Source: an optimization exercise on an open RTL-to-GDS flow (aim: small area). Production flows keep margins and buffers that such runs may drop. The RTL was checked by simulation tests, not by an equivalence proof against the original design. No activity file was given, so power comes from the tool's default toggle rates.

==> design.v <==
localparam CHAN_NUM   = 42;  
localparam GROUP_NUM  = 3;   
localparam GROUP_CHAN = 14;  
localparam CHA_W      = 4;   
localparam DATA_W     = 32;  
localparam ADDR_W     = 4;   
localparam REP_W      = 7;   
localparam STA_W      = 9;   
localparam CTL_W      = 5;   
localparam [DATA_W-1:0] VERSION_VAL = 32'h0000_0102;  
localparam [DATA_W-1:0] DATE_VAL    = 32'h2021_0719;
localparam [ADDR_W-1:0] ADDR_VERSION = 4'd0;   
localparam [ADDR_W-1:0] ADDR_DATE    = 4'd1;   
localparam [ADDR_W-1:0] ADDR_CFG     = 4'd2;   
localparam [ADDR_W-1:0] ADDR_CTRL    = 4'd3;   
localparam [ADDR_W-1:0] ADDR_STA     = 4'd4;   
localparam [ADDR_W-1:0] ADDR_LOS_LO  = 4'd5;   
localparam [ADDR_W-1:0] ADDR_LOS_HI  = 4'd6;   
localparam [ADDR_W-1:0] ADDR_TSF_LO  = 4'd7;
localparam [ADDR_W-1:0] ADDR_TSF_HI  = 4'd8;
localparam [ADDR_W-1:0] ADDR_WFUL_LO = 4'd9;   
localparam [ADDR_W-1:0] ADDR_WFUL_HI = 4'd10;
localparam [ADDR_W-1:0] ADDR_REMP_LO = 4'd11;  
localparam [ADDR_W-1:0] ADDR_REMP_HI = 4'd12;
localparam [ADDR_W-1:0] ADDR_LCK_LO  = 4'd13;  
localparam [ADDR_W-1:0] ADDR_LCK_HI  = 4'd14;
function automatic [CHAN_NUM-1:0] stickyNext(input [CHAN_NUM-1:0] old,
                                             input [CHAN_NUM-1:0] live, input clrLo,
                                             input clrHi);
  reg [CHAN_NUM-1:0] nxt;
  begin
    nxt = old | live;
    if (clrLo)
      nxt[DATA_W-1:0] = live[DATA_W-1:0];
    if (clrHi)
      nxt[CHAN_NUM-1:DATA_W] = live[CHAN_NUM-1:DATA_W];
    stickyNext = nxt;
  end
endfunction
`timescale 1ns/1ps
module lineAlarmCapture
(
  input  logic        Ck_77,
  input  logic        Rs,           
  input  logic        sel_i,        
  input  logic [41:0] los_i,        
  input  logic [41:0] tsfA_i,       
  input  logic [41:0] tsfB_i,       
  input  logic [3:0]  clr_i,        
  output logic [41:0] losSticky_o,
  output logic [41:0] tsfSticky_o
);
localparam CHAN_NUM   = 42;  
localparam GROUP_NUM  = 3;   
localparam GROUP_CHAN = 14;  
localparam CHA_W      = 4;   
localparam DATA_W     = 32;  
localparam ADDR_W     = 4;   
localparam REP_W      = 7;   
localparam STA_W      = 9;   
localparam CTL_W      = 5;   
localparam [DATA_W-1:0] VERSION_VAL = 32'h0000_0102;  
localparam [DATA_W-1:0] DATE_VAL    = 32'h2021_0719;
localparam [ADDR_W-1:0] ADDR_VERSION = 4'd0;   
localparam [ADDR_W-1:0] ADDR_DATE    = 4'd1;   
localparam [ADDR_W-1:0] ADDR_CFG     = 4'd2;   
localparam [ADDR_W-1:0] ADDR_CTRL    = 4'd3;   
localparam [ADDR_W-1:0] ADDR_STA     = 4'd4;   
localparam [ADDR_W-1:0] ADDR_LOS_LO  = 4'd5;   
localparam [ADDR_W-1:0] ADDR_LOS_HI  = 4'd6;   
localparam [ADDR_W-1:0] ADDR_TSF_LO  = 4'd7;
localparam [ADDR_W-1:0] ADDR_TSF_HI  = 4'd8;
localparam [ADDR_W-1:0] ADDR_WFUL_LO = 4'd9;   
localparam [ADDR_W-1:0] ADDR_WFUL_HI = 4'd10;
localparam [ADDR_W-1:0] ADDR_REMP_LO = 4'd11;  
localparam [ADDR_W-1:0] ADDR_REMP_HI = 4'd12;
localparam [ADDR_W-1:0] ADDR_LCK_LO  = 4'd13;  
localparam [ADDR_W-1:0] ADDR_LCK_HI  = 4'd14;
function automatic [CHAN_NUM-1:0] stickyNext(input [CHAN_NUM-1:0] old,
                                             input [CHAN_NUM-1:0] live, input clrLo,
                                             input clrHi);
  reg [CHAN_NUM-1:0] nxt;
  begin
    nxt = old | live;
    if (clrLo)
      nxt[DATA_W-1:0] = live[DATA_W-1:0];
    if (clrHi)
      nxt[CHAN_NUM-1:DATA_W] = live[CHAN_NUM-1:DATA_W];
    stickyNext = nxt;
  end
endfunction
  logic [CHAN_NUM-1:0] tsfSel;  
  assign tsfSel = sel_i ? tsfB_i : tsfA_i;
  always_ff @(posedge Ck_77 or posedge Rs)
  begin
    if (Rs)
    begin
      losSticky_o <= '0;
      tsfSticky_o <= '0;
    end
    else
    begin
      losSticky_o <= stickyNext(losSticky_o, los_i, clr_i[3], clr_i[2]);
      tsfSticky_o <= stickyNext(tsfSticky_o, tsfSel, clr_i[1], clr_i[0]);
    end
  end
endmodule
`timescale 1ns/1ps
module channelAlarmCollect
(
  input  logic        Ck_77,
  input  logic        Rs,
  input  logic [20:0] rep_i,   
  input  logic [5:0]  clr_i,   
  output logic [41:0] wFulSticky_o,
  output logic [41:0] rEmpSticky_o,
  output logic [41:0] lckSticky_o
);
localparam CHAN_NUM   = 42;  
localparam GROUP_NUM  = 3;   
localparam GROUP_CHAN = 14;  
localparam CHA_W      = 4;   
localparam DATA_W     = 32;  
localparam ADDR_W     = 4;   
localparam REP_W      = 7;   
localparam STA_W      = 9;   
localparam CTL_W      = 5;   
localparam [DATA_W-1:0] VERSION_VAL = 32'h0000_0102;  
localparam [DATA_W-1:0] DATE_VAL    = 32'h2021_0719;
localparam [ADDR_W-1:0] ADDR_VERSION = 4'd0;   
localparam [ADDR_W-1:0] ADDR_DATE    = 4'd1;   
localparam [ADDR_W-1:0] ADDR_CFG     = 4'd2;   
localparam [ADDR_W-1:0] ADDR_CTRL    = 4'd3;   
localparam [ADDR_W-1:0] ADDR_STA     = 4'd4;   
localparam [ADDR_W-1:0] ADDR_LOS_LO  = 4'd5;   
localparam [ADDR_W-1:0] ADDR_LOS_HI  = 4'd6;   
localparam [ADDR_W-1:0] ADDR_TSF_LO  = 4'd7;
localparam [ADDR_W-1:0] ADDR_TSF_HI  = 4'd8;
localparam [ADDR_W-1:0] ADDR_WFUL_LO = 4'd9;   
localparam [ADDR_W-1:0] ADDR_WFUL_HI = 4'd10;
localparam [ADDR_W-1:0] ADDR_REMP_LO = 4'd11;  
localparam [ADDR_W-1:0] ADDR_REMP_HI = 4'd12;
localparam [ADDR_W-1:0] ADDR_LCK_LO  = 4'd13;  
localparam [ADDR_W-1:0] ADDR_LCK_HI  = 4'd14;
function automatic [CHAN_NUM-1:0] stickyNext(input [CHAN_NUM-1:0] old,
                                             input [CHAN_NUM-1:0] live, input clrLo,
                                             input clrHi);
  reg [CHAN_NUM-1:0] nxt;
  begin
    nxt = old | live;
    if (clrLo)
      nxt[DATA_W-1:0] = live[DATA_W-1:0];
    if (clrHi)
      nxt[CHAN_NUM-1:DATA_W] = live[CHAN_NUM-1:DATA_W];
    stickyNext = nxt;
  end
endfunction
  logic [CHAN_NUM-1:0] wFulLive;  
  logic [CHAN_NUM-1:0] rEmpLive;
  logic [CHAN_NUM-1:0] lckLive;
  always_ff @(posedge Ck_77 or posedge Rs)
  begin
    if (Rs)
    begin
      wFulLive <= '0;
      rEmpLive <= '0;
      lckLive  <= '0;
    end
    else
    begin
      for (int g = 0; g < GROUP_NUM; g++)
      begin
        for (int c = 0; c < GROUP_CHAN; c++)
        begin
          if (rep_i[g*REP_W+3 +: CHA_W] == CHA_W'(c))  
          begin
            wFulLive[g*GROUP_CHAN+c] <= rep_i[g*REP_W+2];
            rEmpLive[g*GROUP_CHAN+c] <= rep_i[g*REP_W+1];
            lckLive[g*GROUP_CHAN+c]  <= rep_i[g*REP_W+0];
          end
        end
      end
    end
  end
  always_ff @(posedge Ck_77 or posedge Rs)
  begin
    if (Rs)
    begin
      wFulSticky_o <= '0;
      rEmpSticky_o <= '0;
      lckSticky_o  <= '0;
    end
    else
    begin
      wFulSticky_o <= stickyNext(wFulSticky_o, wFulLive, clr_i[5], clr_i[4]);
      rEmpSticky_o <= stickyNext(rEmpSticky_o, rEmpLive, clr_i[3], clr_i[2]);
      lckSticky_o  <= stickyNext(lckSticky_o, lckLive, clr_i[1], clr_i[0]);
    end
  end
endmodule
`timescale 1ns/1ps
module regBank
(
  input  logic        Ck_77,
  input  logic        Rs,
  input  logic        req_cs,        
  input  logic        req_wr,        
  input  logic [3:0]  req_addr,
  input  logic [31:0] req_wdata,
  input  logic [8:0]  staA_i,
  input  logic [8:0]  staB_i,
  input  logic [41:0] losSticky_i,
  input  logic [41:0] tsfSticky_i,
  input  logic [41:0] wFulSticky_i,
  input  logic [41:0] rEmpSticky_i,
  input  logic [41:0] lckSticky_i,
  output logic        rsp_ack,       
  output logic [31:0] rsp_rdata,     
  output logic [4:0]  ctrlA_o,
  output logic [4:0]  ctrlB_o,
  output logic [3:0]  lineClr_o,     
  output logic [5:0]  chanClr_o      
);
localparam CHAN_NUM   = 42;  
localparam GROUP_NUM  = 3;   
localparam GROUP_CHAN = 14;  
localparam CHA_W      = 4;   
localparam DATA_W     = 32;  
localparam ADDR_W     = 4;   
localparam REP_W      = 7;   
localparam STA_W      = 9;   
localparam CTL_W      = 5;   
localparam [DATA_W-1:0] VERSION_VAL = 32'h0000_0102;  
localparam [DATA_W-1:0] DATE_VAL    = 32'h2021_0719;
localparam [ADDR_W-1:0] ADDR_VERSION = 4'd0;   
localparam [ADDR_W-1:0] ADDR_DATE    = 4'd1;   
localparam [ADDR_W-1:0] ADDR_CFG     = 4'd2;   
localparam [ADDR_W-1:0] ADDR_CTRL    = 4'd3;   
localparam [ADDR_W-1:0] ADDR_STA     = 4'd4;   
localparam [ADDR_W-1:0] ADDR_LOS_LO  = 4'd5;   
localparam [ADDR_W-1:0] ADDR_LOS_HI  = 4'd6;   
localparam [ADDR_W-1:0] ADDR_TSF_LO  = 4'd7;
localparam [ADDR_W-1:0] ADDR_TSF_HI  = 4'd8;
localparam [ADDR_W-1:0] ADDR_WFUL_LO = 4'd9;   
localparam [ADDR_W-1:0] ADDR_WFUL_HI = 4'd10;
localparam [ADDR_W-1:0] ADDR_REMP_LO = 4'd11;  
localparam [ADDR_W-1:0] ADDR_REMP_HI = 4'd12;
localparam [ADDR_W-1:0] ADDR_LCK_LO  = 4'd13;  
localparam [ADDR_W-1:0] ADDR_LCK_HI  = 4'd14;
function automatic [CHAN_NUM-1:0] stickyNext(input [CHAN_NUM-1:0] old,
                                             input [CHAN_NUM-1:0] live, input clrLo,
                                             input clrHi);
  reg [CHAN_NUM-1:0] nxt;
  begin
    nxt = old | live;
    if (clrLo)
      nxt[DATA_W-1:0] = live[DATA_W-1:0];
    if (clrHi)
      nxt[CHAN_NUM-1:DATA_W] = live[CHAN_NUM-1:DATA_W];
    stickyNext = nxt;
  end
endfunction
  logic                 ackQ;
  logic [DATA_W-1:0]    rdQ;         
  logic [DATA_W-1:0]    rdNext;
  logic [DATA_W-1:0]    cfgQ;        
  logic [2*CTL_W-1:0]   ctrlQ;       
  logic [2*STA_W-1:0]   staLive;
  logic [2*STA_W-1:0]   staStickyQ;  
  logic                 staClr;
  logic                 accept;
  logic                 wrAcc;
  logic                 rdAcc;
  assign accept  = req_cs & ~ackQ;  
  assign wrAcc   = accept & req_wr;
  assign rdAcc   = accept & ~req_wr;
  assign staLive = {staB_i, staA_i};
  always_comb
  begin
    case (req_addr)
      ADDR_VERSION: rdNext = VERSION_VAL;
      ADDR_DATE:    rdNext = DATE_VAL;
      ADDR_CFG:     rdNext = cfgQ;
      ADDR_CTRL:    rdNext = DATA_W'(ctrlQ);            
      ADDR_STA:     rdNext = DATA_W'(staStickyQ);
      ADDR_LOS_LO:  rdNext = losSticky_i[DATA_W-1:0];
      ADDR_LOS_HI:  rdNext = DATA_W'(losSticky_i[CHAN_NUM-1:DATA_W]);
      ADDR_TSF_LO:  rdNext = tsfSticky_i[DATA_W-1:0];
      ADDR_TSF_HI:  rdNext = DATA_W'(tsfSticky_i[CHAN_NUM-1:DATA_W]);
      ADDR_WFUL_LO: rdNext = wFulSticky_i[DATA_W-1:0];
      ADDR_WFUL_HI: rdNext = DATA_W'(wFulSticky_i[CHAN_NUM-1:DATA_W]);
      ADDR_REMP_LO: rdNext = rEmpSticky_i[DATA_W-1:0];
      ADDR_REMP_HI: rdNext = DATA_W'(rEmpSticky_i[CHAN_NUM-1:DATA_W]);
      ADDR_LCK_LO:  rdNext = lckSticky_i[DATA_W-1:0];
      ADDR_LCK_HI:  rdNext = DATA_W'(lckSticky_i[CHAN_NUM-1:DATA_W]);
      default:      rdNext = '0;                        
    endcase
  end
  assign staClr    = rdAcc && (req_addr == ADDR_STA);
  assign lineClr_o = {rdAcc && (req_addr == ADDR_LOS_LO), rdAcc && (req_addr == ADDR_LOS_HI),
                      rdAcc && (req_addr == ADDR_TSF_LO), rdAcc && (req_addr == ADDR_TSF_HI)};
  assign chanClr_o = {rdAcc && (req_addr == ADDR_WFUL_LO), rdAcc && (req_addr == ADDR_WFUL_HI),
                      rdAcc && (req_addr == ADDR_REMP_LO), rdAcc && (req_addr == ADDR_REMP_HI),
                      rdAcc && (req_addr == ADDR_LCK_LO), rdAcc && (req_addr == ADDR_LCK_HI)};
  always_ff @(posedge Ck_77 or posedge Rs)
  begin
    if (Rs)
    begin
      ackQ       <= 1'b0;
      cfgQ       <= '0;
      ctrlQ      <= '0;        
      staStickyQ <= '0;
    end
    else
    begin
      ackQ <= accept;  
      if (wrAcc && req_addr == ADDR_CFG)
        cfgQ <= req_wdata;
      if (wrAcc && req_addr == ADDR_CTRL)
        ctrlQ <= req_wdata[2*CTL_W-1:0];  
      if (staClr)
        staStickyQ <= staLive;               
      else
        staStickyQ <= staStickyQ | staLive;
    end
  end
  always_ff @(posedge Ck_77)
  begin
    if (accept)
      rdQ <= rdNext;  
  end
  assign rsp_ack   = ackQ;
  assign rsp_rdata = rdQ;
  assign ctrlA_o   = ctrlQ[CTL_W-1:0];       
  assign ctrlB_o   = ctrlQ[2*CTL_W-1:CTL_W];
endmodule
`timescale 1ns/1ps
module e1AlarmTop
(
  input  logic        Ck_77,
  input  logic        Rs,
  input  logic        req_cs,
  input  logic        req_wr,
  input  logic [3:0]  req_addr,
  input  logic [31:0] req_wdata,
  input  logic        sel_i,       
  input  logic [41:0] los_i,
  input  logic [41:0] tsfA_i,
  input  logic [41:0] tsfB_i,
  input  logic [20:0] rep_i,       
  input  logic [8:0]  staA_i,
  input  logic [8:0]  staB_i,
  output logic        rsp_ack,
  output logic [31:0] rsp_rdata,
  output logic [4:0]  ctrlA_o,
  output logic [4:0]  ctrlB_o
);
  logic [41:0] losSticky;   
  logic [41:0] tsfSticky;
  logic [41:0] wFulSticky;  
  logic [41:0] rEmpSticky;
  logic [41:0] lckSticky;
  logic [3:0]  lineClr;
  logic [5:0]  chanClr;
  lineAlarmCapture lineCap0
  (
    .Ck_77       (Ck_77),
    .Rs          (Rs),
    .sel_i       (sel_i),
    .los_i       (los_i),
    .tsfA_i      (tsfA_i),
    .tsfB_i      (tsfB_i),
    .clr_i       (lineClr),
    .losSticky_o (losSticky),
    .tsfSticky_o (tsfSticky)
  );
  channelAlarmCollect chanCol0
  (
    .Ck_77        (Ck_77),
    .Rs           (Rs),
    .rep_i        (rep_i),
    .clr_i        (chanClr),
    .wFulSticky_o (wFulSticky),
    .rEmpSticky_o (rEmpSticky),
    .lckSticky_o  (lckSticky)
  );
  regBank regBank0
  (
    .Ck_77        (Ck_77),
    .Rs           (Rs),
    .req_cs       (req_cs),
    .req_wr       (req_wr),
    .req_addr     (req_addr),
    .req_wdata    (req_wdata),
    .staA_i       (staA_i),
    .staB_i       (staB_i),
    .losSticky_i  (losSticky),
    .tsfSticky_i  (tsfSticky),
    .wFulSticky_i (wFulSticky),
    .rEmpSticky_i (rEmpSticky),
    .lckSticky_i  (lckSticky),
    .rsp_ack      (rsp_ack),
    .rsp_rdata    (rsp_rdata),
    .ctrlA_o      (ctrlA_o),
    .ctrlB_o      (ctrlB_o),
    .lineClr_o    (lineClr),
    .chanClr_o    (chanClr)
  );
endmodule
==> run.sh <==
#!/bin/bash
# synth_recipe.tcl (not shown) runs the flow's synth.tcl, then flattens the netlist and writes it again
# the make line also repeats each setting of config.mk as NAME=value (left out here)
make -C /OpenROAD-flow-scripts/flow DESIGN_CONFIG=/design/flow/config.mk WORK_HOME=/design/flow/orfs CLKGATE_MAP_FILE= SYNTH_SCRIPT=/design/flow/synth_recipe.tcl finish
==> config.mk <==
export PLATFORM = sky130hd
export DESIGN_NAME = e1AlarmTop
export DESIGN_NICKNAME = e1AlarmTop
export VERILOG_FILES = /design/flow/design.v
export SDC_FILE = /design/flow/constraint.sdc
export NUM_CORES = 4
export LEC_CHECK = 0
export CAP_MARGIN = 20
export CORE_MARGIN = 2
export CORE_UTILIZATION = 40
export SLEW_MARGIN = 20
==> constraint.sdc <==
create_clock -name core_clock -period 10.0 [get_ports {Ck_77}]
set_input_delay 2.0000 -clock core_clock [delete_from_list [all_inputs] [get_ports {Ck_77}]]
set_output_delay 2.0000 -clock core_clock [all_outputs]
set_load 0.01 [all_outputs]
==> flow_summary.ini, run 1 <==
[status]
outcome = finished clean

[global_routing]
busiest_layer = met2
use_met3_pct = 4.78
grt_max_degree = 182
overflow = 0
met2_usage_pct = 36.3
grt_pass1_vias = 12600
track_usage_pct = 23.8
antenna_found_initial = 1
grt_pass1_wl_mm = 82.2
met1_usage_pct = 33.7

[setup_path]
critPathCaptureType = flop
ff2ff_setup_slack_ns = 7.52
critical_path_class = primary input to flop
crit_required_ns = 10.47
ff2ff_path_depth = 4
critPathMaxFanout = 42
start_kind = primary input
worstReg2RegEnd = lineCap0.losSticky_o[5]
worstPathArrival_ns = 5.04
r2r-start = regBank0.ackQ

[synthesis]
synth-seq-cells = 429
syn_area_um2 = 17700
synthCells = 1288
synth_area_per_cell_um2 = 13.7
postSynth.asyncResetShare_pct = 92.5
syn_nets = 1494
synth.distinct_cells = 59
seq_area_frac_synth_pct = 61.7
ys.flop_type = dfrtp_1
ys_warn_count = 3
synth_edf_count = 32

[timing]
finalSetupViolations = 0
finClkSkew_ns = 0.0229
fin_crit_ns = 4.57
finalSetupTns_ns = 0
rsz0062_at_grt = false
tightest_slew_ns = 1.16
fmax_mhz = 219
drv_slew = 0
slew_headroom_pct = 22.6
min_period_over_period_pct = 45.7
finalHoldViolCount = 0

[cts]
clk_pin_slew_ns = 0.06
hold_buffers = 0
ctsLongestPathBuffers = 3
postCtsResizedCells = 0
clock_sinks = 429
htreeDepth = 2
numCtsBuffers = 45
cts_tree = done
post_cts.repair.setup_buffers = 0
clockRootBuffer = clkbuf_16
clk_latency_ns = 0.58

[cells_and_area]
final_common_cell = dfrtp_1
drive_above_1_share_pct = 18.7
n_antenna_cell = 0
area_growth_pct = 25.6
final_cell_mix = 397 x dfrtp_1, 245 x clkdlybuf4s50_1, 188 x a21o_1, 145 x mux2_2, 64 x a22oi_1
num-nets-final = 1732

[floorplanning]
die_y_um = 214
die_x_um = 214
ioPinCount = 249
start_util_pct = 40.7
core-area_um2 = 43400
fp-row-count = 76
dieArea_um2 = 45900

[placed_design]
place_hpwl_mm = 37.0
portBuffers = 248
gp_congestion = 0.856

[routing]
dr.pass1.iters = 7
drtAntennaViolNets = 0
wl_mm = 54.8
drc = 0
vias_per_cell = 5.69
post_drt_wl_per_cell_um = 25.5
vias = 12200
drt_iter0_markers = 1111

[min_path]
hold_depth = 1
hold_end = chanCol0.lckSticky_o[21]
hold_class = flop to flop
hold_start = chanCol0.lckLive[21]

[power]
finalPower_mw = 4.17
powerDensity_nw_per_um2 = 188
leakage_nw = 8.32
ir_worst_vdd_mv = 0.108

[run]
drv_cap = 0
[power by group]
part	switching, mW	internal (mW)	total (mW)
Sequential	0.0997	1.93	2.03
Clock	0.702	0.962	1.66
Combinational	0.206	0.273	0.479
Total	1.01	3.16	4.17
[cell usage after synthesis, types with 9 or more instances]
library cell | n | area, um^2
edfxtp_1 | 32 | 961
a222oi_1 | 10 | 100
nor2_1 | 23 | 86.3
a32oi_1 | 9 | 78.8
nor3_1 | 20 | 100
mux2i_1 | 13 | 130
a22oi_1 | 64 | 480
or2_2 | 9 | 56.3
clkbuf_1 | 46 | 173
buf_2 | 22 | 110
a21o_1 | 188 | 1410
dfrtp_1 | 397 | 9930
o21ai_0 | 9 | 45.0
nand2b_1 | 18 | 113
a221o_1 | 43 | 430
nor2b_1 | 52 | 325
nand2_1 | 29 | 109
mux2_4 | 30 | 450
mux2_2 | 145 | 1630
nand3_1 | 27 | 135
[logic make-up after synthesis]
| family | synth area share, % |
|---|---|
| flip-flops | 61.7 |
| AO/OA/AOI/OAI | 16.5 |
| AND/OR/NAND/NOR | 6.98 |
| multiplexers | 12.7 |
| buffers and inverters | 2.20 |
[critical path, cell delays in order]
cell and delay [ns]:
clkdlybuf4s50_1 0.46, buf_4 0.40, nor4bb_4 0.28, buf_4 0.42
nand2_1 0.76, buf_4 0.47, a21o_1 0.19
[state kept, by name, summed over array words and instances (netlist names)]
register	flops
chanCol0.lckSticky_o	42
chanCol0.wFulSticky_o	42
regBank0.staStickyQ	18
lineCap0.losSticky_o	42
regBank0.rdQ	32
lineCap0.tsfSticky_o	42
regBank0.ackQ	1
chanCol0.rEmpSticky_o	42
chanCol0.lckLive	42
chanCol0.rEmpLive	42
regBank0.ctrlQ	10
regBank0.cfgQ	32
chanCol0.wFulLive	42
[per-stage QoR]
step / area, um^2 / util [%] / hold slack, ns / setup WS [ns] / std cells
after floorplan: 17700 / - / 0.422 / 2.66 / 1288
after global placement: 20700 / 47.8 / 0.428 / 4.93 / 2063
after detailed placement: 20700 / 47.8 / 0.436 / 4.85 / 2063
after CTS: 22200 / 51.1 / 0.436 / 5.45 / 2144
after global routing: 22200 / 51.2 / 0.457 / 5.32 / 2145
final: 22200 / 51.2 / 0.441 / 5.43 / 2145
[routing by layer]
layer,vias up,routed length [um]
li1,5307,-
met1,6351,24600
met2,449,24700
met3,99,3410
met4,2,2030
met5,-,15
[final cells by class]
class                           count  area [um^2]
Inverter                            4         18.8
Sequential cell                   429        10900
Multi-Input combinational cell    777         6420
Tap cell                          585          732
Clock inverter                     12         98.8
Fill cell                        3814        21200
Timing Repair Buffer              269         2670
Clock buffer                       69         1360
[worst max-delay path by stage]
stage,startpoint,endpoint,slack (ns),cells after the start
6_report,req_addr[0],lineCap0.losSticky_o[5],5.43,7
5_1_grt,req_addr[0],lineCap0.losSticky_o[1],5.32,7
4_1_cts,req_addr[0],lineCap0.losSticky_o[1],5.45,7
3_5_place_dp,req_addr[0],lineCap0.losSticky_o[1],4.85,7
3_3_place_gp,req_addr[0],lineCap0.losSticky_o[10],4.93,7
2_1_floorplan,Rs,chanCol0.lckLive[0],2.66,1
==> run 2, diff against run 1 <==
--- a/design.v
+++ b/design.v
@@ -24,17 +24,22 @@
 localparam [ADDR_W-1:0] ADDR_REMP_HI = 4'd12;
 localparam [ADDR_W-1:0] ADDR_LCK_LO  = 4'd13;  
 localparam [ADDR_W-1:0] ADDR_LCK_HI  = 4'd14;
-function automatic [CHAN_NUM-1:0] stickyNext(input [CHAN_NUM-1:0] old,
-                                             input [CHAN_NUM-1:0] live, input clrLo,
-                                             input clrHi);
-  reg [CHAN_NUM-1:0] nxt;
-  begin
-    nxt = old | live;
-    if (clrLo)
-      nxt[DATA_W-1:0] = live[DATA_W-1:0];
-    if (clrHi)
-      nxt[CHAN_NUM-1:DATA_W] = live[CHAN_NUM-1:DATA_W];
-    stickyNext = nxt;
+function automatic [CHAN_NUM-1:0] stickyNextR(input [CHAN_NUM-1:0] old,
+                                              input [CHAN_NUM-1:0] live, input clrLo,
+                                              input clrHi, input rst);
+  reg [CHAN_NUM-1:0] keep;
+  begin
+    keep = {{(CHAN_NUM-DATA_W){~clrHi & ~rst}}, {DATA_W{~clrLo & ~rst}}};
+    stickyNextR = (live & {CHAN_NUM{~rst}}) | (old & keep);
+  end
+endfunction
+function automatic [CHAN_NUM-1:0] stickyNextL(input [CHAN_NUM-1:0] old,
+                                              input [CHAN_NUM-1:0] live, input clrLo,
+                                              input clrHi, input rst);
+  reg [CHAN_NUM-1:0] keep;
+  begin
+    keep = {{(CHAN_NUM-DATA_W){~clrHi & ~rst}}, {DATA_W{~clrLo & ~rst}}};
+    stickyNextL = live | (old & keep);
   end
 endfunction
 `timescale 1ns/1ps
@@ -76,33 +81,30 @@
 localparam [ADDR_W-1:0] ADDR_REMP_HI = 4'd12;
 localparam [ADDR_W-1:0] ADDR_LCK_LO  = 4'd13;  
 localparam [ADDR_W-1:0] ADDR_LCK_HI  = 4'd14;
-function automatic [CHAN_NUM-1:0] stickyNext(input [CHAN_NUM-1:0] old,
-                                             input [CHAN_NUM-1:0] live, input clrLo,
-                                             input clrHi);
-  reg [CHAN_NUM-1:0] nxt;
-  begin
-    nxt = old | live;
-    if (clrLo)
-      nxt[DATA_W-1:0] = live[DATA_W-1:0];
-    if (clrHi)
-      nxt[CHAN_NUM-1:DATA_W] = live[CHAN_NUM-1:DATA_W];
-    stickyNext = nxt;
+function automatic [CHAN_NUM-1:0] stickyNextR(input [CHAN_NUM-1:0] old,
+                                              input [CHAN_NUM-1:0] live, input clrLo,
+                                              input clrHi, input rst);
+  reg [CHAN_NUM-1:0] keep;
+  begin
+    keep = {{(CHAN_NUM-DATA_W){~clrHi & ~rst}}, {DATA_W{~clrLo & ~rst}}};
+    stickyNextR = (live & {CHAN_NUM{~rst}}) | (old & keep);
+  end
+endfunction
+function automatic [CHAN_NUM-1:0] stickyNextL(input [CHAN_NUM-1:0] old,
+                                              input [CHAN_NUM-1:0] live, input clrLo,
+                                              input clrHi, input rst);
+  reg [CHAN_NUM-1:0] keep;
+  begin
+    keep = {{(CHAN_NUM-DATA_W){~clrHi & ~rst}}, {DATA_W{~clrLo & ~rst}}};
+    stickyNextL = live | (old & keep);
   end
 endfunction
   logic [CHAN_NUM-1:0] tsfSel;  
   assign tsfSel = sel_i ? tsfB_i : tsfA_i;
-  always_ff @(posedge Ck_77 or posedge Rs)
+  always_ff @(posedge Ck_77)
   begin
-    if (Rs)
-    begin
-      losSticky_o <= '0;
-      tsfSticky_o <= '0;
-    end
-    else
-    begin
-      losSticky_o <= stickyNext(losSticky_o, los_i, clr_i[3], clr_i[2]);
-      tsfSticky_o <= stickyNext(tsfSticky_o, tsfSel, clr_i[1], clr_i[0]);
-    end
+    losSticky_o <= stickyNextR(losSticky_o, los_i, clr_i[3], clr_i[2], Rs);
+    tsfSticky_o <= stickyNextR(tsfSticky_o, tsfSel, clr_i[1], clr_i[0], Rs);
   end
 endmodule
 `timescale 1ns/1ps
@@ -142,60 +144,57 @@
 localparam [ADDR_W-1:0] ADDR_REMP_HI = 4'd12;
 localparam [ADDR_W-1:0] ADDR_LCK_LO  = 4'd13;  
 localparam [ADDR_W-1:0] ADDR_LCK_HI  = 4'd14;
-function automatic [CHAN_NUM-1:0] stickyNext(input [CHAN_NUM-1:0] old,
-                                             input [CHAN_NUM-1:0] live, input clrLo,
-                                             input clrHi);
-  reg [CHAN_NUM-1:0] nxt;
-  begin
-    nxt = old | live;
-    if (clrLo)
-      nxt[DATA_W-1:0] = live[DATA_W-1:0];
-    if (clrHi)
-      nxt[CHAN_NUM-1:DATA_W] = live[CHAN_NUM-1:DATA_W];
-    stickyNext = nxt;
+function automatic [CHAN_NUM-1:0] stickyNextR(input [CHAN_NUM-1:0] old,
+                                              input [CHAN_NUM-1:0] live, input clrLo,
+                                              input clrHi, input rst);
+  reg [CHAN_NUM-1:0] keep;
+  begin
+    keep = {{(CHAN_NUM-DATA_W){~clrHi & ~rst}}, {DATA_W{~clrLo & ~rst}}};
+    stickyNextR = (live & {CHAN_NUM{~rst}}) | (old & keep);
+  end
+endfunction
+function automatic [CHAN_NUM-1:0] stickyNextL(input [CHAN_NUM-1:0] old,
+                                              input [CHAN_NUM-1:0] live, input clrLo,
+                                              input clrHi, input rst);
+  reg [CHAN_NUM-1:0] keep;
+  begin
+    keep = {{(CHAN_NUM-DATA_W){~clrHi & ~rst}}, {DATA_W{~clrLo & ~rst}}};
+    stickyNextL = live | (old & keep);
   end
 endfunction
   logic [CHAN_NUM-1:0] wFulLive;  
   logic [CHAN_NUM-1:0] rEmpLive;
   logic [CHAN_NUM-1:0] lckLive;
-  always_ff @(posedge Ck_77 or posedge Rs)
+  logic [CHAN_NUM-1:0] load;      
+  logic [CHAN_NUM-1:0] hold;      
+  logic [CHAN_NUM-1:0] wFulNew;   
+  logic [CHAN_NUM-1:0] rEmpNew;
+  logic [CHAN_NUM-1:0] lckNew;
+  always_comb
   begin
-    if (Rs)
+    for (int g = 0; g < GROUP_NUM; g++)
     begin
-      wFulLive <= '0;
-      rEmpLive <= '0;
-      lckLive  <= '0;
-    end
-    else
-    begin
-      for (int g = 0; g < GROUP_NUM; g++)
+      for (int c = 0; c < GROUP_CHAN; c++)
       begin
-        for (int c = 0; c < GROUP_CHAN; c++)
-        begin
-          if (rep_i[g*REP_W+3 +: CHA_W] == CHA_W'(c))  
-          begin
-            wFulLive[g*GROUP_CHAN+c] <= rep_i[g*REP_W+2];
-            rEmpLive[g*GROUP_CHAN+c] <= rep_i[g*REP_W+1];
-            lckLive[g*GROUP_CHAN+c]  <= rep_i[g*REP_W+0];
-          end
-        end
+        load[g*GROUP_CHAN+c]    = (rep_i[g*REP_W+3 +: CHA_W] == CHA_W'(c)) | Rs;
+        hold[g*GROUP_CHAN+c]    = (rep_i[g*REP_W+3 +: CHA_W] != CHA_W'(c)) & ~Rs;
+        wFulNew[g*GROUP_CHAN+c] = rep_i[g*REP_W+2] & ~Rs;
+        rEmpNew[g*GROUP_CHAN+c] = rep_i[g*REP_W+1] & ~Rs;
+        lckNew[g*GROUP_CHAN+c]  = rep_i[g*REP_W+0] & ~Rs;
       end
     end
   end
-  always_ff @(posedge Ck_77 or posedge Rs)
+  always_ff @(posedge Ck_77)
   begin
-    if (Rs)
-    begin
-      wFulSticky_o <= '0;
-      rEmpSticky_o <= '0;
-      lckSticky_o  <= '0;
-    end
-    else
-    begin
-      wFulSticky_o <= stickyNext(wFulSticky_o, wFulLive, clr_i[5], clr_i[4]);
-      rEmpSticky_o <= stickyNext(rEmpSticky_o, rEmpLive, clr_i[3], clr_i[2]);
-      lckSticky_o  <= stickyNext(lckSticky_o, lckLive, clr_i[1], clr_i[0]);
-    end
+    wFulLive <= (load & wFulNew) | (hold & wFulLive);
+    rEmpLive <= (load & rEmpNew) | (hold & rEmpLive);
+    lckLive  <= (load & lckNew)  | (hold & lckLive);
+  end
+  always_ff @(posedge Ck_77)
+  begin
+    wFulSticky_o <= stickyNextL(wFulSticky_o, wFulLive, clr_i[5], clr_i[4], Rs);
+    rEmpSticky_o <= stickyNextL(rEmpSticky_o, rEmpLive, clr_i[3], clr_i[2], Rs);
+    lckSticky_o  <= stickyNextL(lckSticky_o, lckLive, clr_i[1], clr_i[0], Rs);
   end
 endmodule
 `timescale 1ns/1ps
@@ -247,17 +246,22 @@
 localparam [ADDR_W-1:0] ADDR_REMP_HI = 4'd12;
 localparam [ADDR_W-1:0] ADDR_LCK_LO  = 4'd13;  
 localparam [ADDR_W-1:0] ADDR_LCK_HI  = 4'd14;
-function automatic [CHAN_NUM-1:0] stickyNext(input [CHAN_NUM-1:0] old,
-                                             input [CHAN_NUM-1:0] live, input clrLo,
-                                             input clrHi);
-  reg [CHAN_NUM-1:0] nxt;
-  begin
-    nxt = old | live;
-    if (clrLo)
-      nxt[DATA_W-1:0] = live[DATA_W-1:0];
-    if (clrHi)
-      nxt[CHAN_NUM-1:DATA_W] = live[CHAN_NUM-1:DATA_W];
-    stickyNext = nxt;
+function automatic [CHAN_NUM-1:0] stickyNextR(input [CHAN_NUM-1:0] old,
+                                              input [CHAN_NUM-1:0] live, input clrLo,
+                                              input clrHi, input rst);
+  reg [CHAN_NUM-1:0] keep;
+  begin
+    keep = {{(CHAN_NUM-DATA_W){~clrHi & ~rst}}, {DATA_W{~clrLo & ~rst}}};
+    stickyNextR = (live & {CHAN_NUM{~rst}}) | (old & keep);
+  end
+endfunction
+function automatic [CHAN_NUM-1:0] stickyNextL(input [CHAN_NUM-1:0] old,
+                                              input [CHAN_NUM-1:0] live, input clrLo,
+                                              input clrHi, input rst);
+  reg [CHAN_NUM-1:0] keep;
+  begin
+    keep = {{(CHAN_NUM-DATA_W){~clrHi & ~rst}}, {DATA_W{~clrLo & ~rst}}};
+    stickyNextL = live | (old & keep);
   end
 endfunction
   logic                 ackQ;
@@ -302,32 +306,27 @@
   assign chanClr_o = {rdAcc && (req_addr == ADDR_WFUL_LO), rdAcc && (req_addr == ADDR_WFUL_HI),
                       rdAcc && (req_addr == ADDR_REMP_LO), rdAcc && (req_addr == ADDR_REMP_HI),
                       rdAcc && (req_addr == ADDR_LCK_LO), rdAcc && (req_addr == ADDR_LCK_HI)};
-  always_ff @(posedge Ck_77 or posedge Rs)
+  always_ff @(posedge Ck_77)
   begin
+    ackQ <= accept & ~Rs;  
+    if (Rs)
+      cfgQ <= '0;
+    else if (wrAcc && req_addr == ADDR_CFG)
+      cfgQ <= req_wdata;
+    if (Rs)
+      ctrlQ <= '0;
+    else if (wrAcc && req_addr == ADDR_CTRL)
+      ctrlQ <= req_wdata[2*CTL_W-1:0];  
     if (Rs)
-    begin
-      ackQ       <= 1'b0;
-      cfgQ       <= '0;
-      ctrlQ      <= '0;        
       staStickyQ <= '0;
-    end
+    else if (staClr)
+      staStickyQ <= staLive;               
     else
-    begin
-      ackQ <= accept;  
-      if (wrAcc && req_addr == ADDR_CFG)
-        cfgQ <= req_wdata;
-      if (wrAcc && req_addr == ADDR_CTRL)
-        ctrlQ <= req_wdata[2*CTL_W-1:0];  
-      if (staClr)
-        staStickyQ <= staLive;               
-      else
-        staStickyQ <= staStickyQ | staLive;
-    end
+      staStickyQ <= staStickyQ | staLive;
   end
   always_ff @(posedge Ck_77)
   begin
-    if (accept)
-      rdQ <= rdNext;  
+    rdQ <= rdNext;
   end
   assign rsp_ack   = ackQ;
   assign rsp_rdata = rdQ;
--- a/config.mk
+++ b/config.mk
@@ -8,4 +8,5 @@
 export CAP_MARGIN = 20
 export CORE_MARGIN = 2
 export CORE_UTILIZATION = 40
+export CTS_BUF_LIST = sky130_fd_sc_hd__clkbuf_2 sky130_fd_sc_hd__clkbuf_4
 export SLEW_MARGIN = 20
==> run 2 against run 1 <==
Against the previous run:
- count of clock-buffer cells in the layout up 101
- cell count up 3.4%
- flip-flop and latch count unchanged
- sequential share of layout area up 0.22 points
- worst setup slack better by 0.41 ns
- wire length down 8.4%
- critical endpoint is now lineCap0.tsfSticky_o[4]
==> flow_summary.ini, run 2 <==
[cells_and_area]
final_cell_mix = 303 x dfxtp_1, 245 x clkdlybuf4s50_1, 170 x clkbuf_4, 154 x a21o_1, 126 x edfxtp_1
final_common_cell = dfxtp_1
multi_input_area_um2 = 5380
num-nets-final = 1824
nFillCells = 3529
drive_above_1_share_pct = 14.7
design_area_um2 = 20000
post-route-util_pct = 51.8
regArea_um2 = 9850
area_growth_pct = 27.9
stdcell_count = 2218

[timing]
fin_crit_ns = 4.16
finalSetupTns_ns = 0
min_period_over_period_pct = 41.6
fin_ws_ns = 5.84
tightest_slew_ns = 1.13
finalHoldViolCount = 0
finalHoldWorstSlack_ns = 0.389
slew_headroom_pct = 24.4
rsz0062_at_grt = false
finClkSkew_ns = 0.0529
finalSetupViolations = 0
fmax_mhz = 240
drv_slew = 0

[global_routing]
track_usage_pct = 24.4
antenna_found_initial = 2
grt_max_degree = 126
overflow = 0
grt_pass1_wl_mm = 74.5
grt_pass1_vias = 11700

[placed_design]
place_hpwl_mm = 34.5
pre_cts_ws_ns = 5.14
placed_area_um2 = 18600
dp_cells = 2029
gp_congestion = 0.888
portBuffers = 248

[cts]
cts_tree = done
clk_pin_slew_ns = 0.07
clock_sinks = 429
postCtsResizedCells = 0
post_cts.repair.setup_buffers = 0
htreeDepth = 3
hold_buffers = 0
numCtsBuffers = 105
clockRootBuffer = clkbuf_4
ctsLongestPathBuffers = 3
clk_latency_ns = 0.80

[synthesis]
synth_most_common_cell = dfxtp_1
synthTopCellsByCount = 303 x dfxtp_1, 154 x a21o_1, 126 x edfxtp_1, 107 x a21oi_1, 87 x nand2_1
synth.largest_area_cell = dfxtp_1
postSynth.asyncResetShare_pct = 0
syn_nets = 1535
seq_area_frac_synth_pct = 63.1
ys.flop_type = dfxtp_1
yosys-top-cells-area = dfxtp_1 39%, edfxtp_1 24%, a21o_1 7.4%
synth-seq-cells = 429
synthCells = 1329
synth.distinct_cells = 58
syn_area_um2 = 15600
synth_edf_count = 126
synth.top_cell.area_share_pct = 38.8
synth_area_per_cell_um2 = 11.8
ys_warn_count = 3

[power]
clockPowerShare_pct = 37.7
finalPower_mw = 3.91
p_seq_share_pct = 52.1
powerDensity_nw_per_um2 = 196
ir_worst_vdd_mv = 0.0840
leakage_nw = 8.07
netSwitchingFraction_pct = 25.2
pwr-share-comb_pct = 10.2
p_int_mw = 2.93
switchingPower_mw = 0.987

[routing]
vias = 12100
drt_iter0_markers = 1162
vias_per_cell = 5.45
post_drt_wl_per_cell_um = 22.6
wl_mm = 50.2
drtAntennaViolNets = 0
dr.pass1.iters = 7
drc = 0

[run]
drv_cap = 0

[floorplanning]
die_y_um = 202
core-area_um2 = 38600
start_util_pct = 40.5
ioPinCount = 249
fp-row-count = 72
dieArea_um2 = 40700
die_x_um = 202

[setup_path]
worstPathArrival_ns = 4.77
critPathCaptureType = flop
critical_path_class = primary input to flop
critPathMaxFanout = 40
start_kind = primary input
crit_required_ns = 10.61

[min_path]
hold_class = flop to flop

[status]
outcome = finished clean
run 2: changes by cell type after synthesis, sizes merged, moves of 58 or more:
cell / previous run / this run
mux2: 175 / 7
a21oi: 8 / 108
edfxtp: 32 / 126
nand2: 29 / 87
nor2: 23 / 85
dfxtp: 0 / 303
dfrtp: 397 / 0
run 2: cells by family after synthesis:
| group | count (synthesis) | synth area share, % |
|---|---|---|
| AOI/OAI and AO/OA | 459 | 21.0 |
| DFF | 429 | 63.1 |
| and+or+nand+nor | 269 | 8.12 |
| buffers and inverters | 95 | 2.80 |
| muxes | 77 | 4.99 |
run 2: power by group through the flow:
stage               clock, mW  sequential (mW)  combinational (mW)
global route             1.60             2.05               0.428
CTS                      1.51             2.04               0.399
finish                   1.48             2.04               0.399
detailed placement          0             2.07               0.397
global placement            0             2.07               0.389
floorplan                   0             2.04               0.193
run 2: final cells by class:
cell class / count / area share (%)
flip-flops and latches: 429 / 49.3
multi-input cells: 805 / 27.0
repair buffers: 271 / 13.4
clock buffers: 170 / 6.39
well taps: 518 / 3.25
clock inverters: 17 / 0.570
inverters: 6 / 0.113
diodes: 2 / 0.0251
run 2: layer usage:
metal	track usage, %	part of all wire (%)	vias up
met1	36.0	47	5862
met5	0	0	-
met3	5.98	9.2	77
li1	-	-	5587
met4	8.77	2.3	0
met2	34.5	42	558
run 2: final timing paths:
path / depth (start not counted) / end / startpoint / slack, ns
worst min-delay path: 1 / chanCol0.rEmpSticky_o[15] / flop / 0.39
worst max register to register: 5 / regBank0.staStickyQ[2] / regBank0.ackQ / 7.86
worst min register to register: 1 / chanCol0.rEmpSticky_o[15] / flop / 0.39
worst max-delay path: 7 / lineCap0.tsfSticky_o[4] / req_addr[0] / 5.84
run 2: worst max-delay path, cell delays in order:
cell and delay, ns:
clkdlybuf4s50_1 0.46, buf_4 0.42, inv_2 0.20, nor3_4 0.81, a21oi_2 0.35, buf_4 0.34
o2bb2ai_1 0.15
==> run 3, diff against run 2 <==
--- a/config.mk
+++ b/config.mk
@@ -8,5 +8,4 @@
 export CAP_MARGIN = 20
 export CORE_MARGIN = 2
 export CORE_UTILIZATION = 40
-export CTS_BUF_LIST = sky130_fd_sc_hd__clkbuf_2 sky130_fd_sc_hd__clkbuf_4
 export SLEW_MARGIN = 20
==> run 3 against run 2 <==
Against the previous run:
- highest routed layer unchanged
- critical endpoint is now lineCap0.tsfSticky_o[9]
- still clean on timing, DRC and antenna
- largest cell class unchanged
- sequential power barely moved
- cell area rose by 0.56%
- core utilization up 0.29 points
- total power rose by 5.8%
- critical path type unchanged
- synthesized cell count stayed put
==> flow_summary.ini, run 3 <==
[status]
outcome = finished clean

[synthesis]
seq_area_frac_synth_pct = 63.1
syn_nets = 1535
synth.distinct_cells = 58
syn_area_um2 = 15600
synth.largest_area_cell = dfxtp_1
synthCells = 1329
postSynth.asyncResetShare_pct = 0
synth_edf_count = 126
synth_area_per_cell_um2 = 11.8
synthTopCellsByCount = 303 x dfxtp_1, 154 x a21o_1, 126 x edfxtp_1, 107 x a21oi_1, 87 x nand2_1
ys.flop_type = dfxtp_1
synth-seq-cells = 429
ys_warn_count = 3
synth_most_common_cell = dfxtp_1
yosys-top-cells-area = dfxtp_1 39%, edfxtp_1 24%, a21o_1 7.4%
synth.top_cell.area_share_pct = 38.8

[cts]
clk_pin_slew_ns = 0.06
ctsLongestPathBuffers = 3
post_cts.repair.setup_buffers = 0
clock_sinks = 429
hold_buffers = 0
numCtsBuffers = 44
htreeDepth = 2
clk_latency_ns = 0.55
postCtsResizedCells = 0
clockRootBuffer = clkbuf_16
cts_tree = done

[cells_and_area]
area_growth_pct = 28.6
nFillCells = 3431
final_common_cell = dfxtp_1
num-nets-final = 1763
multi_input_area_um2 = 5380
n_antenna_cell = 0
regArea_um2 = 9850
drive_above_1_share_pct = 8.81
final_cell_mix = 303 x dfxtp_1, 245 x clkdlybuf4s50_1, 154 x a21o_1, 126 x edfxtp_1, 103 x a21oi_1

[floorplanning]
dieArea_um2 = 40700
ioPinCount = 249
die_y_um = 202
core-area_um2 = 38600
fp-row-count = 72
die_x_um = 202
start_util_pct = 40.5

[setup_path]
critPathMaxFanout = 40
crit_required_ns = 10.39
worstReg2RegEnd = regBank0.ctrlQ[9]
ff2ff_path_depth = 4
worstPathArrival_ns = 4.77
critical_path_class = primary input to flop
start_kind = primary input
crit_start = req_addr[0]
cp_common_cell = buf_4
critPathSlowestCell = nor3_4
ff2ff_setup_slack_ns = 7.91
r2r-start = regBank0.ackQ
critPathCaptureType = flop
crit_chain = clkdlybuf4s50_1, buf_4, inv_2, nor3_4, a21oi_2, buf_4, o2bb2ai_1
crit_path_max_incr_delay_ns = 0.81

[power]
finalPower_mw = 4.14
powerDensity_nw_per_um2 = 206
leakage_nw = 7.99
ir_worst_vdd_mv = 0.118

[global_routing]
antenna_found_initial = 0
overflow = 0
met1_usage_pct = 36.7
grt_pass1_vias = 11100
use_met3_pct = 4.70
met2_usage_pct = 34.3
grt_max_degree = 126
track_usage_pct = 24.0
busiest_layer = met1
grt_pass1_wl_mm = 73.4

[timing]
min_period_over_period_pct = 43.7
fin_crit_ns = 4.37
finalSetupViolations = 0
tightest_slew_ns = 1.13
finalHoldViolCount = 0
slew_headroom_pct = 24.2
finClkSkew_ns = 0.0120
finalSetupTns_ns = 0
drv_slew = 0
fmax_mhz = 229
rsz0062_at_grt = false

[min_path]
hold_depth = 1
hold_end = chanCol0.lckSticky_o[31]
hold_class = flop to flop

[routing]
drt_iter0_markers = 1175
drc = 0
dr.pass1.iters = 7
wl_mm = 49.6
vias_per_cell = 5.55
post_drt_wl_per_cell_um = 23.5
vias = 11700
drtAntennaViolNets = 0

[run]
drv_cap = 0

[placed_design]
place_hpwl_mm = 34.5
gp_congestion = 0.888
portBuffers = 248
## run 3: changes by cell type in the layout (fill, tap and decap cells not counted), moves of 2 or more
cell       before  now
clkinv_1       10    2
diode_2         2    0
clkbuf_1        0    9
bufinv_16       0    6
clkbuf_16       0   46
clkinv_8        2    0
clkinv_2        0    8
clkbuf_8        0    5
clkbuf_4      170    0
## run 3: final cells by class
class                      instances  area share [%]
clock inverter                    19            1.26
inverter                           6           0.112
timing repair buffer             271            13.3
multi-input combinational        805            26.8
tap                              518            3.23
clock buffer                      60            6.24
sequential                       429            49.0
## run 3: worst max path at each step
stage | cells past startpoint | slack (ns) | to
after floorplan | 5 | 6.58 | flop
after detailed placement | 7 | 5.14 | lineCap0.tsfSticky_o[6]
final | 7 | 5.63 | lineCap0.tsfSticky_o[9]
after global routing | 7 | 5.53 | lineCap0.tsfSticky_o[3]
after CTS | 7 | 5.69 | lineCap0.tsfSticky_o[4]
after global placement | 6 | 5.13 | lineCap0.losSticky_o[6]
## run 3: critical path: cells and delay by family
family	cells	cell delay (ns)
simple gates	1	0.81
buf+inv	4	1.41
compound gates	2	0.50
## run 3: through the flow
| stage | area, um^2 | worst slack, ns | util (%) | hold WS [ns] | instances |
|---|---|---|---|---|---|
| after floorplan | 15600 | 6.58 | - | 0.398 | 1329 |
| after global placement | 18500 | 5.13 | 48.0 | 0.401 | 2027 |
| after detailed placement | 18600 | 5.14 | 48.2 | 0.405 | 2029 |
| after CTS | 20100 | 5.69 | 52.1 | 0.412 | 2108 |
| after global routing | 20100 | 5.53 | 52.1 | 0.420 | 2108 |
| final | 20100 | 5.63 | 52.1 | 0.412 | 2108 |
## run 3: per-layer routing
| layer | vias up | routed length (um) |
|---|---|---|
| li1 | 5387 | - |
| met3 | 78 | 4420 |
| met1 | 5710 | 23300 |
| met4 | 0 | 1240 |
| met5 | - | 0 |
| met2 | 524 | 20600 |
## run 3: report_power, final
part           internal, mW  leakage, nW  switching, mW
logic                 0.202         3.48          0.197
clock network          1.03        0.746          0.670
registers              1.95         3.76         0.0866
## run 3: cells by family (layout without fill, tap and decap cells)
kind of cell / after synthesis / after routing / share of synthesized area, %
compound gates: 459 / 459 / 21.0
simple gates: 269 / 269 / 8.12
flops: 429 / 429 / 63.1
mux: 77 / 77 / 4.99
buf+inv: 95 / 356 / 2.80
==> run 4, diff against run 3 <==
==> flow/run.sh (new file) <==
#!/bin/bash
# Standard ORFS layout with two changes: port buffers use the smallest buffer, and the clock
# tree is built without dummy balancing loads.
set -euo pipefail
cd "$(dirname "$0")/.."
export BUFFER_PORTS_ARGS="-buffer_cell sky130_fd_sc_hd__buf_1"
export CTS_ARGS="-sink_clustering_enable -repair_clock_nets -dont_use_dummy_load"
bash standard.sh > flow_make.log 2>&1
==> standard.sh (new file) <==
#!/bin/bash
# synth_recipe.tcl (not shown) runs the flow's synth.tcl, then flattens the netlist and writes it again
# the make line also repeats each setting of config.mk as NAME=value (left out here)
make -C /OpenROAD-flow-scripts/flow DESIGN_CONFIG=/design/flow/config.mk WORK_HOME=/design/flow/orfs CLKGATE_MAP_FILE= SYNTH_SCRIPT=/design/flow/synth_recipe.tcl "${@:-finish}"
removed: run.sh
==> run 4 against run 3 <==
Against the previous run:
- still clean
- via count shrank 0.92%
- combinational power is 18% lower
- wire length fell by 1.7%
- fmax rose by 0.63%
- die area unchanged
- synthesized cell count unchanged
- cell area decreased by 9.9%
- flip-flop and latch count unchanged
- largest cell class unchanged
- largest power group unchanged
- highest routed layer unchanged
==> flow_summary.ini, run 4 <==
[setup_path]
worstPathArrival_ns = 4.71
ff2ff_setup_slack_ns = 7.97
crit_start = req_addr[1]
r2r-start = regBank0.ackQ
worstReg2RegEnd = regBank0.staStickyQ[12]
ff2ff_path_depth = 5
critPathCaptureType = flop
critPathMaxFanout = 48
start_kind = primary input
crit_end = regBank0.cfgQ[26]
crit_required_ns = 10.37
critical_path_class = primary input to flop

[synthesis]
synthTopCellsByCount = 303 x dfxtp_1, 154 x a21o_1, 126 x edfxtp_1, 107 x a21oi_1, 87 x nand2_1
synthCells = 1329
yosys-top-cells-area = dfxtp_1 39%, edfxtp_1 24%, a21o_1 7.4%
ys_warn_count = 3
synth_area_per_cell_um2 = 11.8
synth.top_cell.area_share_pct = 38.8
postSynth.asyncResetShare_pct = 0
synth-seq-cells = 429
syn_area_um2 = 15600
synth_most_common_cell = dfxtp_1
seq_area_frac_synth_pct = 63.1
syn_nets = 1535
ys.flop_type = dfxtp_1
synth.distinct_cells = 58
synth_edf_count = 126
synth.largest_area_cell = dfxtp_1

[cts]
ctsLongestPathBuffers = 3
clockRootBuffer = clkbuf_16
clk_pin_slew_ns = 0.06
hold_buffers = 0
htreeDepth = 2
cts_tree = done
numCtsBuffers = 43
clock_sinks = 429
post_cts.repair.setup_buffers = 0
postCtsResizedCells = 0
clk_latency_ns = 0.54

[power]
powerDensity_nw_per_um2 = 206
finalPower_mw = 3.72
p_seq_share_pct = 54.9
p_int_mw = 2.84
leakage_nw = 7.12
pwr-share-comb_pct = 8.8
switchingPower_mw = 0.884
clockPowerShare_pct = 36.3
ir_worst_vdd_mv = 0.0873
netSwitchingFraction_pct = 23.7

[cells_and_area]
multi_input_area_um2 = 5370
nFillCells = 3639
regArea_um2 = 9850
n_antenna_cell = 0
final_cell_mix = 303 x dfxtp_1, 243 x buf_1, 154 x a21o_1, 126 x edfxtp_1, 103 x a21oi_1
area_growth_pct = 15.9
drive_above_1_share_pct = 7.71
final_common_cell = dfxtp_1
num-nets-final = 1764

[floorplanning]
start_util_pct = 40.5
fp-row-count = 72
core-area_um2 = 38600
ioPinCount = 249
die_y_um = 202
die_x_um = 202
dieArea_um2 = 40700

[timing]
min_period_over_period_pct = 43.4
slew_headroom_pct = 28.1
rsz0062_at_grt = false
drv_slew = 0
finalSetupViolations = 0
finalHoldViolCount = 0
finalSetupTns_ns = 0
finClkSkew_ns = 0.0216
tightest_slew_ns = 1.07
fmax_mhz = 230
fin_crit_ns = 4.34

[routing]
wl_met3_mm = 4.27
drtAntennaViolNets = 0
wl_met1_mm = 22.8
vias = 11600
wl_mm = 48.7
post_drt_wl_per_cell_um = 23.5
highest_layer = met4
dr.pass1.iters = 8
drt_iter0_markers = 1160
drc = 0
vias_per_cell = 5.59
wl_met2_mm = 20.4

[global_routing]
grt_pass1_vias = 10900
antenna_found_initial = 0
grt_max_degree = 87
track_usage_pct = 23.5
overflow = 0
grt_pass1_wl_mm = 71.3

[status]
outcome = finished clean

[min_path]
hold_class = flop to flop

[placed_design]
gp_congestion = 0.898
portBuffers = 248
place_hpwl_mm = 34.6

[run]
drv_cap = 0
==> run 4: layout make-up <==
cell class | instances | share of cell area, %
clock buffers | 43 | 5.94
inverters | 6 | 0.124
multi-input cells | 805 | 29.7
flip-flops and latches | 429 | 54.4
well taps | 518 | 3.58
repair buffers | 273 | 6.27
==> run 4: how the worst min path moves through the flow <==
stage / start / end / slack, ns / depth (start not counted)
detailed placement: flop / chanCol0.lckSticky_o[1] / 0.41 / 1
finish: flop / chanCol0.wFulSticky_o[30] / 0.40 / 1
global placement: flop / chanCol0.wFulSticky_o[1] / 0.40 / 1
global route: flop / chanCol0.wFulSticky_o[30] / 0.42 / 1
floorplan: flop / chanCol0.lckSticky_o[0] / 0.40 / 1
CTS: flop / chanCol0.wFulSticky_o[30] / 0.41 / 1
==> run 4: logic make-up after synthesis <==
group	share of synthesized area, %
AO/OA/AOI/OAI	21.0
AND/OR/NAND/NOR	8.12
multiplexers	4.99
flip-flops	63.1
buffers and inverters	2.80
==> run 4: through the flow <==
step | setup slack [ns] | instances | utilization [%] | hold WS (ns) | area [um^2]
6_report | 5.66 | 2074 | 46.9 | 0.398 | 18100
3_3_place_gp | 5.28 | 2030 | 44.1 | 0.399 | 17000
5_1_grt | 5.46 | 2074 | 46.9 | 0.417 | 18100
3_5_place_dp | 5.18 | 2030 | 44.1 | 0.406 | 17000
4_1_cts | 5.72 | 2073 | 46.9 | 0.405 | 18100
2_1_floorplan | 6.58 | 1329 | - | 0.398 | 15600
==> run 4: power by group through the flow <==
stage	registers (mW)	logic, mW	clock network (mW)
after floorplan	2.04	0.193	0
after global placement	2.07	0.321	0
after detailed placement	2.08	0.326	0
after CTS	2.04	0.328	1.38
after global routing	2.06	0.357	1.43
final	2.04	0.328	1.35
==> run 4: metal layers <==
layer	vias to the layer above	track usage [%]
met4	0	6.96
met1	5620	35.6
met2	534	33.2
met5	-	0
met3	74	5.54
li1	5363	-
==> run 4: worst max-delay path, stage by stage <==
cell and delay [ns]:
clkbuf_2 0.08, buf_4 0.53, nor4b_4 0.66, buf_4 0.38, nand3_1 0.45, buf_4 0.39, nand2_1 0.10, a21oi_1 0.07
==> run 5, diff against run 4 <==
--- a/design.v
+++ b/design.v
@@ -99,12 +99,15 @@
     stickyNextL = live | (old & keep);
   end
 endfunction
-  logic [CHAN_NUM-1:0] tsfSel;  
-  assign tsfSel = sel_i ? tsfB_i : tsfA_i;
+  logic selA, selB;
+  logic [CHAN_NUM-1:0] tsfKeep;
+  assign selA    = ~sel_i & ~Rs;
+  assign selB    = sel_i & ~Rs;
+  assign tsfKeep = {{(CHAN_NUM-DATA_W){~clr_i[0] & ~Rs}}, {DATA_W{~clr_i[1] & ~Rs}}};
   always_ff @(posedge Ck_77)
   begin
     losSticky_o <= stickyNextR(losSticky_o, los_i, clr_i[3], clr_i[2], Rs);
-    tsfSticky_o <= stickyNextR(tsfSticky_o, tsfSel, clr_i[1], clr_i[0], Rs);
+    tsfSticky_o <= (tsfA_i & {CHAN_NUM{selA}}) | (tsfB_i & {CHAN_NUM{selB}}) | (tsfSticky_o & tsfKeep);
   end
 endmodule
 `timescale 1ns/1ps
@@ -176,11 +179,11 @@
     begin
       for (int c = 0; c < GROUP_CHAN; c++)
       begin
-        load[g*GROUP_CHAN+c]    = (rep_i[g*REP_W+3 +: CHA_W] == CHA_W'(c)) | Rs;
+        load[g*GROUP_CHAN+c]    = (rep_i[g*REP_W+3 +: CHA_W] == CHA_W'(c)) & ~Rs;
         hold[g*GROUP_CHAN+c]    = (rep_i[g*REP_W+3 +: CHA_W] != CHA_W'(c)) & ~Rs;
-        wFulNew[g*GROUP_CHAN+c] = rep_i[g*REP_W+2] & ~Rs;
-        rEmpNew[g*GROUP_CHAN+c] = rep_i[g*REP_W+1] & ~Rs;
-        lckNew[g*GROUP_CHAN+c]  = rep_i[g*REP_W+0] & ~Rs;
+        wFulNew[g*GROUP_CHAN+c] = rep_i[g*REP_W+2];
+        rEmpNew[g*GROUP_CHAN+c] = rep_i[g*REP_W+1];
+        lckNew[g*GROUP_CHAN+c]  = rep_i[g*REP_W+0];
       end
     end
   end
@@ -279,6 +282,11 @@
   assign wrAcc   = accept & req_wr;
   assign rdAcc   = accept & ~req_wr;
   assign staLive = {staB_i, staA_i};
+  logic cfgLd, cfgKeep, ctrlLd, ctrlKeep;
+  assign cfgLd    = wrAcc && req_addr == ADDR_CFG && !Rs;
+  assign cfgKeep  = !(wrAcc && req_addr == ADDR_CFG) && !Rs;
+  assign ctrlLd   = wrAcc && req_addr == ADDR_CTRL && !Rs;
+  assign ctrlKeep = !(wrAcc && req_addr == ADDR_CTRL) && !Rs;
   always_comb
   begin
     case (req_addr)
@@ -309,14 +317,8 @@
   always_ff @(posedge Ck_77)
   begin
     ackQ <= accept & ~Rs;  
-    if (Rs)
-      cfgQ <= '0;
-    else if (wrAcc && req_addr == ADDR_CFG)
-      cfgQ <= req_wdata;
-    if (Rs)
-      ctrlQ <= '0;
-    else if (wrAcc && req_addr == ADDR_CTRL)
-      ctrlQ <= req_wdata[2*CTL_W-1:0];  
+    cfgQ  <= (req_wdata & {DATA_W{cfgLd}}) | (cfgQ & {DATA_W{cfgKeep}});
+    ctrlQ <= (req_wdata[2*CTL_W-1:0] & {(2*CTL_W){ctrlLd}}) | (ctrlQ & {(2*CTL_W){ctrlKeep}});
     if (Rs)
       staStickyQ <= '0;
     else if (staClr)
==> flow/run.sh (replaced) <==
#!/bin/bash
# Standard ORFS layout (the standard.sh) with three changes:
#  - synthesis maps logic with an area-oriented ABC script (flow/abc_area.script) in place of
#    ORFS's delay-oriented one; the registers are mapped before ABC runs, so they are the same
#  - port buffers use the smallest buffer
#  - the clock tree uses clkbuf_8 on larger sink clusters, without dummy balancing loads
set -euo pipefail
cd "$(dirname "$0")/.."
rm -rf scripts_mod
cp -r "$FLOW_HOME/scripts" scripts_mod
cp flow/abc_area.script scripts_mod/abc_speed.script
export SCRIPTS_DIR="$PWD/scripts_mod"
export BUFFER_PORTS_ARGS="-buffer_cell sky130_fd_sc_hd__buf_1"
export CTS_ARGS="-sink_clustering_enable -repair_clock_nets -dont_use_dummy_load -buf_list {sky130_fd_sc_hd__clkbuf_8} -sink_clustering_size 18 -sink_clustering_max_diameter 60"
bash standard.sh > flow_make.log 2>&1
==> flow/abc_area.script (new file) <==
&get -n
&st
&dch
&nf -R 1000 -p -C 32 -F 10
&put
==> run 5 against run 4 <==
Against the previous run:
- flip-flop and latch count unchanged
- total power down 23%
- fmax up 13%
- core utilization is 0.28 points lower
- synthesized area is 8.9% lower
- cell count fell by 1.7%
- synthesized cell count down 4.4%
- global-route usage up 1.6 points
- non-clock buffer count up 3
- cell area down 9.0%
- critical path type unchanged
- critical endpoint is now lineCap0.losSticky_o[25]
==> flow_summary.ini, run 5 <==
[status]
outcome = finished clean

[timing]
finalSetupViolations = 0
finalSetupTns_ns = 0
rsz0062_at_grt = false
min_period_over_period_pct = 38.4
tightest_slew_ns = 1.08
fin_crit_ns = 3.84
drv_slew = 0
finClkSkew_ns = 0.0627
finalHoldViolCount = 0
fmax_mhz = 260
slew_headroom_pct = 27.6
finalHoldWorstSlack_ns = 0.393

[routing]
drtAntennaViolNets = 0
vias = 12000
drt_iter0_markers = 1416
drc = 0
post_drt_wl_per_cell_um = 23.4
wl_mm = 47.6
vias_per_cell = 5.90
dr.pass1.iters = 8

[synthesis]
synth.top_cell.area_share_pct = 60.4
ys_warn_count = 3
ys.flop_type = dfxtp_1
synth_area_per_cell_um2 = 11.2
synthCells = 1270
postSynth.asyncResetShare_pct = 0
synth.distinct_cells = 17
synth-seq-cells = 429
synthTopCellsByCount = 429 x dfxtp_1, 194 x a22o_1, 126 x a21o_1, 104 x a21oi_1, 97 x nor2_1
syn_area_um2 = 14200
synth_edf_count = 0
seq_area_frac_synth_pct = 60.4
synth_most_common_cell = dfxtp_1
syn_nets = 1476
yosys-top-cells-area = dfxtp_1 60%, a22o_1 12%, a21o_1 6.6%
synth.largest_area_cell = dfxtp_1

[setup_path]
cp_common_cell = buf_4
cp_top_family = buffers and inverters
start_kind = primary input
critPathSlowestCell = nand2_1
worstPathArrival_ns = 4.33
critPathMaxFanout = 33
crit_chain = buf_1, nand2b_1, nor2_2, buf_4, nand2_1, buf_4, a21oi_1, nor2_1
crit_path_max_incr_delay_ns = 0.54
critPathCaptureType = flop
crit_buf_inv = 3
critical_path_class = primary input to flop
crit_required_ns = 10.49

[floorplanning]
core-area_um2 = 35300
fp-row-count = 69
ioPinCount = 249
dieArea_um2 = 37100
die_y_um = 193
die_x_um = 193
start_util_pct = 40.3

[cts]
clock_sinks = 429
ctsLongestPathBuffers = 3
clk_pin_slew_ns = 0.09
hold_buffers = 0
postCtsResizedCells = 0
htreeDepth = 1
cts_tree = done
clk_latency_ns = 0.62
post_cts.repair.setup_buffers = 0
numCtsBuffers = 31
clockRootBuffer = clkbuf_8

[global_routing]
antenna_found_initial = 0
grt_max_degree = 65
overflow = 0
grt_pass1_vias = 11400
grt_pass1_wl_mm = 70.2
track_usage_pct = 25.1

[cells_and_area]
drive_above_1_share_pct = 4.95
area_growth_pct = 15.8
design_area_um2 = 16500
post-route-util_pct = 46.7
num-nets-final = 1785
nFillCells = 3400
n_antenna_cell = 0
stdcell_count = 2038
final_common_cell = dfxtp_1
final_cell_mix = 429 x dfxtp_1, 247 x buf_1, 194 x a22o_1, 126 x a21o_1, 99 x a21oi_1

[run]
drv_cap = 0

[power]
p_seq_share_pct = 63.7
ir_worst_vdd_mv = 0.0968
leakage_nw = 7.08
powerDensity_nw_per_um2 = 175
pwr-share-comb_pct = 8.7
switchingPower_mw = 0.731
clockPowerShare_pct = 27.6
p_int_mw = 2.15
netSwitchingFraction_pct = 25.3

[placed_design]
place_hpwl_mm = 31.3
dp_cells = 2005
gp_congestion = 0.871
portBuffers = 248
placed_area_um2 = 16000

[min_path]
hold_class = flop to flop
[run 5: final cells by class]
class | count | area [um^2] | share of cell area, %
inverters | 43 | 161 | 0.979
well taps | 461 | 577 | 3.50
clock buffers | 31 | 427 | 2.59
multi-input cells | 798 | 5580 | 33.9
repair buffers | 276 | 1140 | 6.95
flip-flops and latches | 429 | 8590 | 52.1
[run 5: cell families after synthesis]
group / count (synthesis) / synth area share (%)
compound gates: 570 / 31.2
flops: 429 / 60.4
simple gates: 228 / 7.32
buf+inv: 43 / 1.13
[run 5: power groups by stage]
stage	Sequential, mW	Combinational, mW	Clock [mW]
floorplan	1.86	0.116	0
global placement	1.87	0.243	0
detailed placement	1.88	0.247	0
CTS	1.84	0.249	0.815
global route	1.85	0.273	0.877
finish	1.84	0.250	0.797
[run 5: path summary, 6_finish.rpt]
path	startpoint	end	slack [ns]	cells after the start
max	req_addr[2]	lineCap0.losSticky_o[25]	6.16	8
min	chanCol0.rEmpLive[12]	chanCol0.rEmpSticky_o[12]	0.39	1
max reg2reg	regBank0.ackQ	lineCap0.losSticky_o[25]	7.28	6
min reg2reg	chanCol0.rEmpLive[12]	chanCol0.rEmpSticky_o[12]	0.39	1
[run 5: through the flow]
step                worst slack, ns  power, mW
finish                         6.16       2.88
global route                   6.04       3.00
CTS                            6.20       2.90
detailed placement             5.55       2.12
global placement               5.56       2.12
floorplan                      4.55       1.98
[run 5: metal layers]
| metal | track usage [%] | up-vias | part of all wire (%) |
|---|---|---|---|
| li1 | - | 5612 | - |
| met1 | 34.0 | 5837 | 44 |
| met2 | 41.2 | 505 | 46 |
| met3 | 3.75 | 79 | 7.4 |
| met4 | 7.96 | 0 | 3.0 |
| met5 | 0 | - | 0 |

[what the ideal ports hide]
No port has a modelled driver above. Below, the same layouts with a new extraction and two added sets of constraints.
Step 1 sets driving cells, clkbuf_16 on the clock port and buf_2 on the other inputs (assumed; they add their load-dependent delay and slew).
Step 2 times the ports against the registers' clock, not the clock port: input delays grow and output delays shrink by t, the midpoint of the rising clock arrivals with the driver on.
Slacks: no drivers / after step 1 / after step 2; pairs: no drivers / after step 1.
run | t, ns | slack for setup (ns) | hold WS [ns] | latest minus earliest clock arrival (ns)
run 1 | 0.627 | 5.427 / 5.458 / 4.831 | 0.441 / 0.441 / 0.441 | 0.025 / 0.025
run 2 | 0.820 | 5.836 / 5.856 / 5.036 | 0.389 / 0.389 / 0.389 | 0.074 / 0.073
run 3 | 0.597 | 5.630 / 5.655 / 5.058 | 0.412 / 0.412 / 0.412 | 0.013 / 0.014
run 4 | 0.581 | 5.657 / 5.680 / 5.098 | 0.398 / 0.398 / 0.398 | 0.024 / 0.025
run 5 | 0.648 | 6.156 / 6.157 / 5.509 | 0.393 / 0.393 / 0.393 | 0.072 / 0.072
After both steps every run listed still meets setup and hold. For run 2, which loses most, drivers alone change the setup slack by +0.020 ns; drivers and shift together by -0.800 ns.
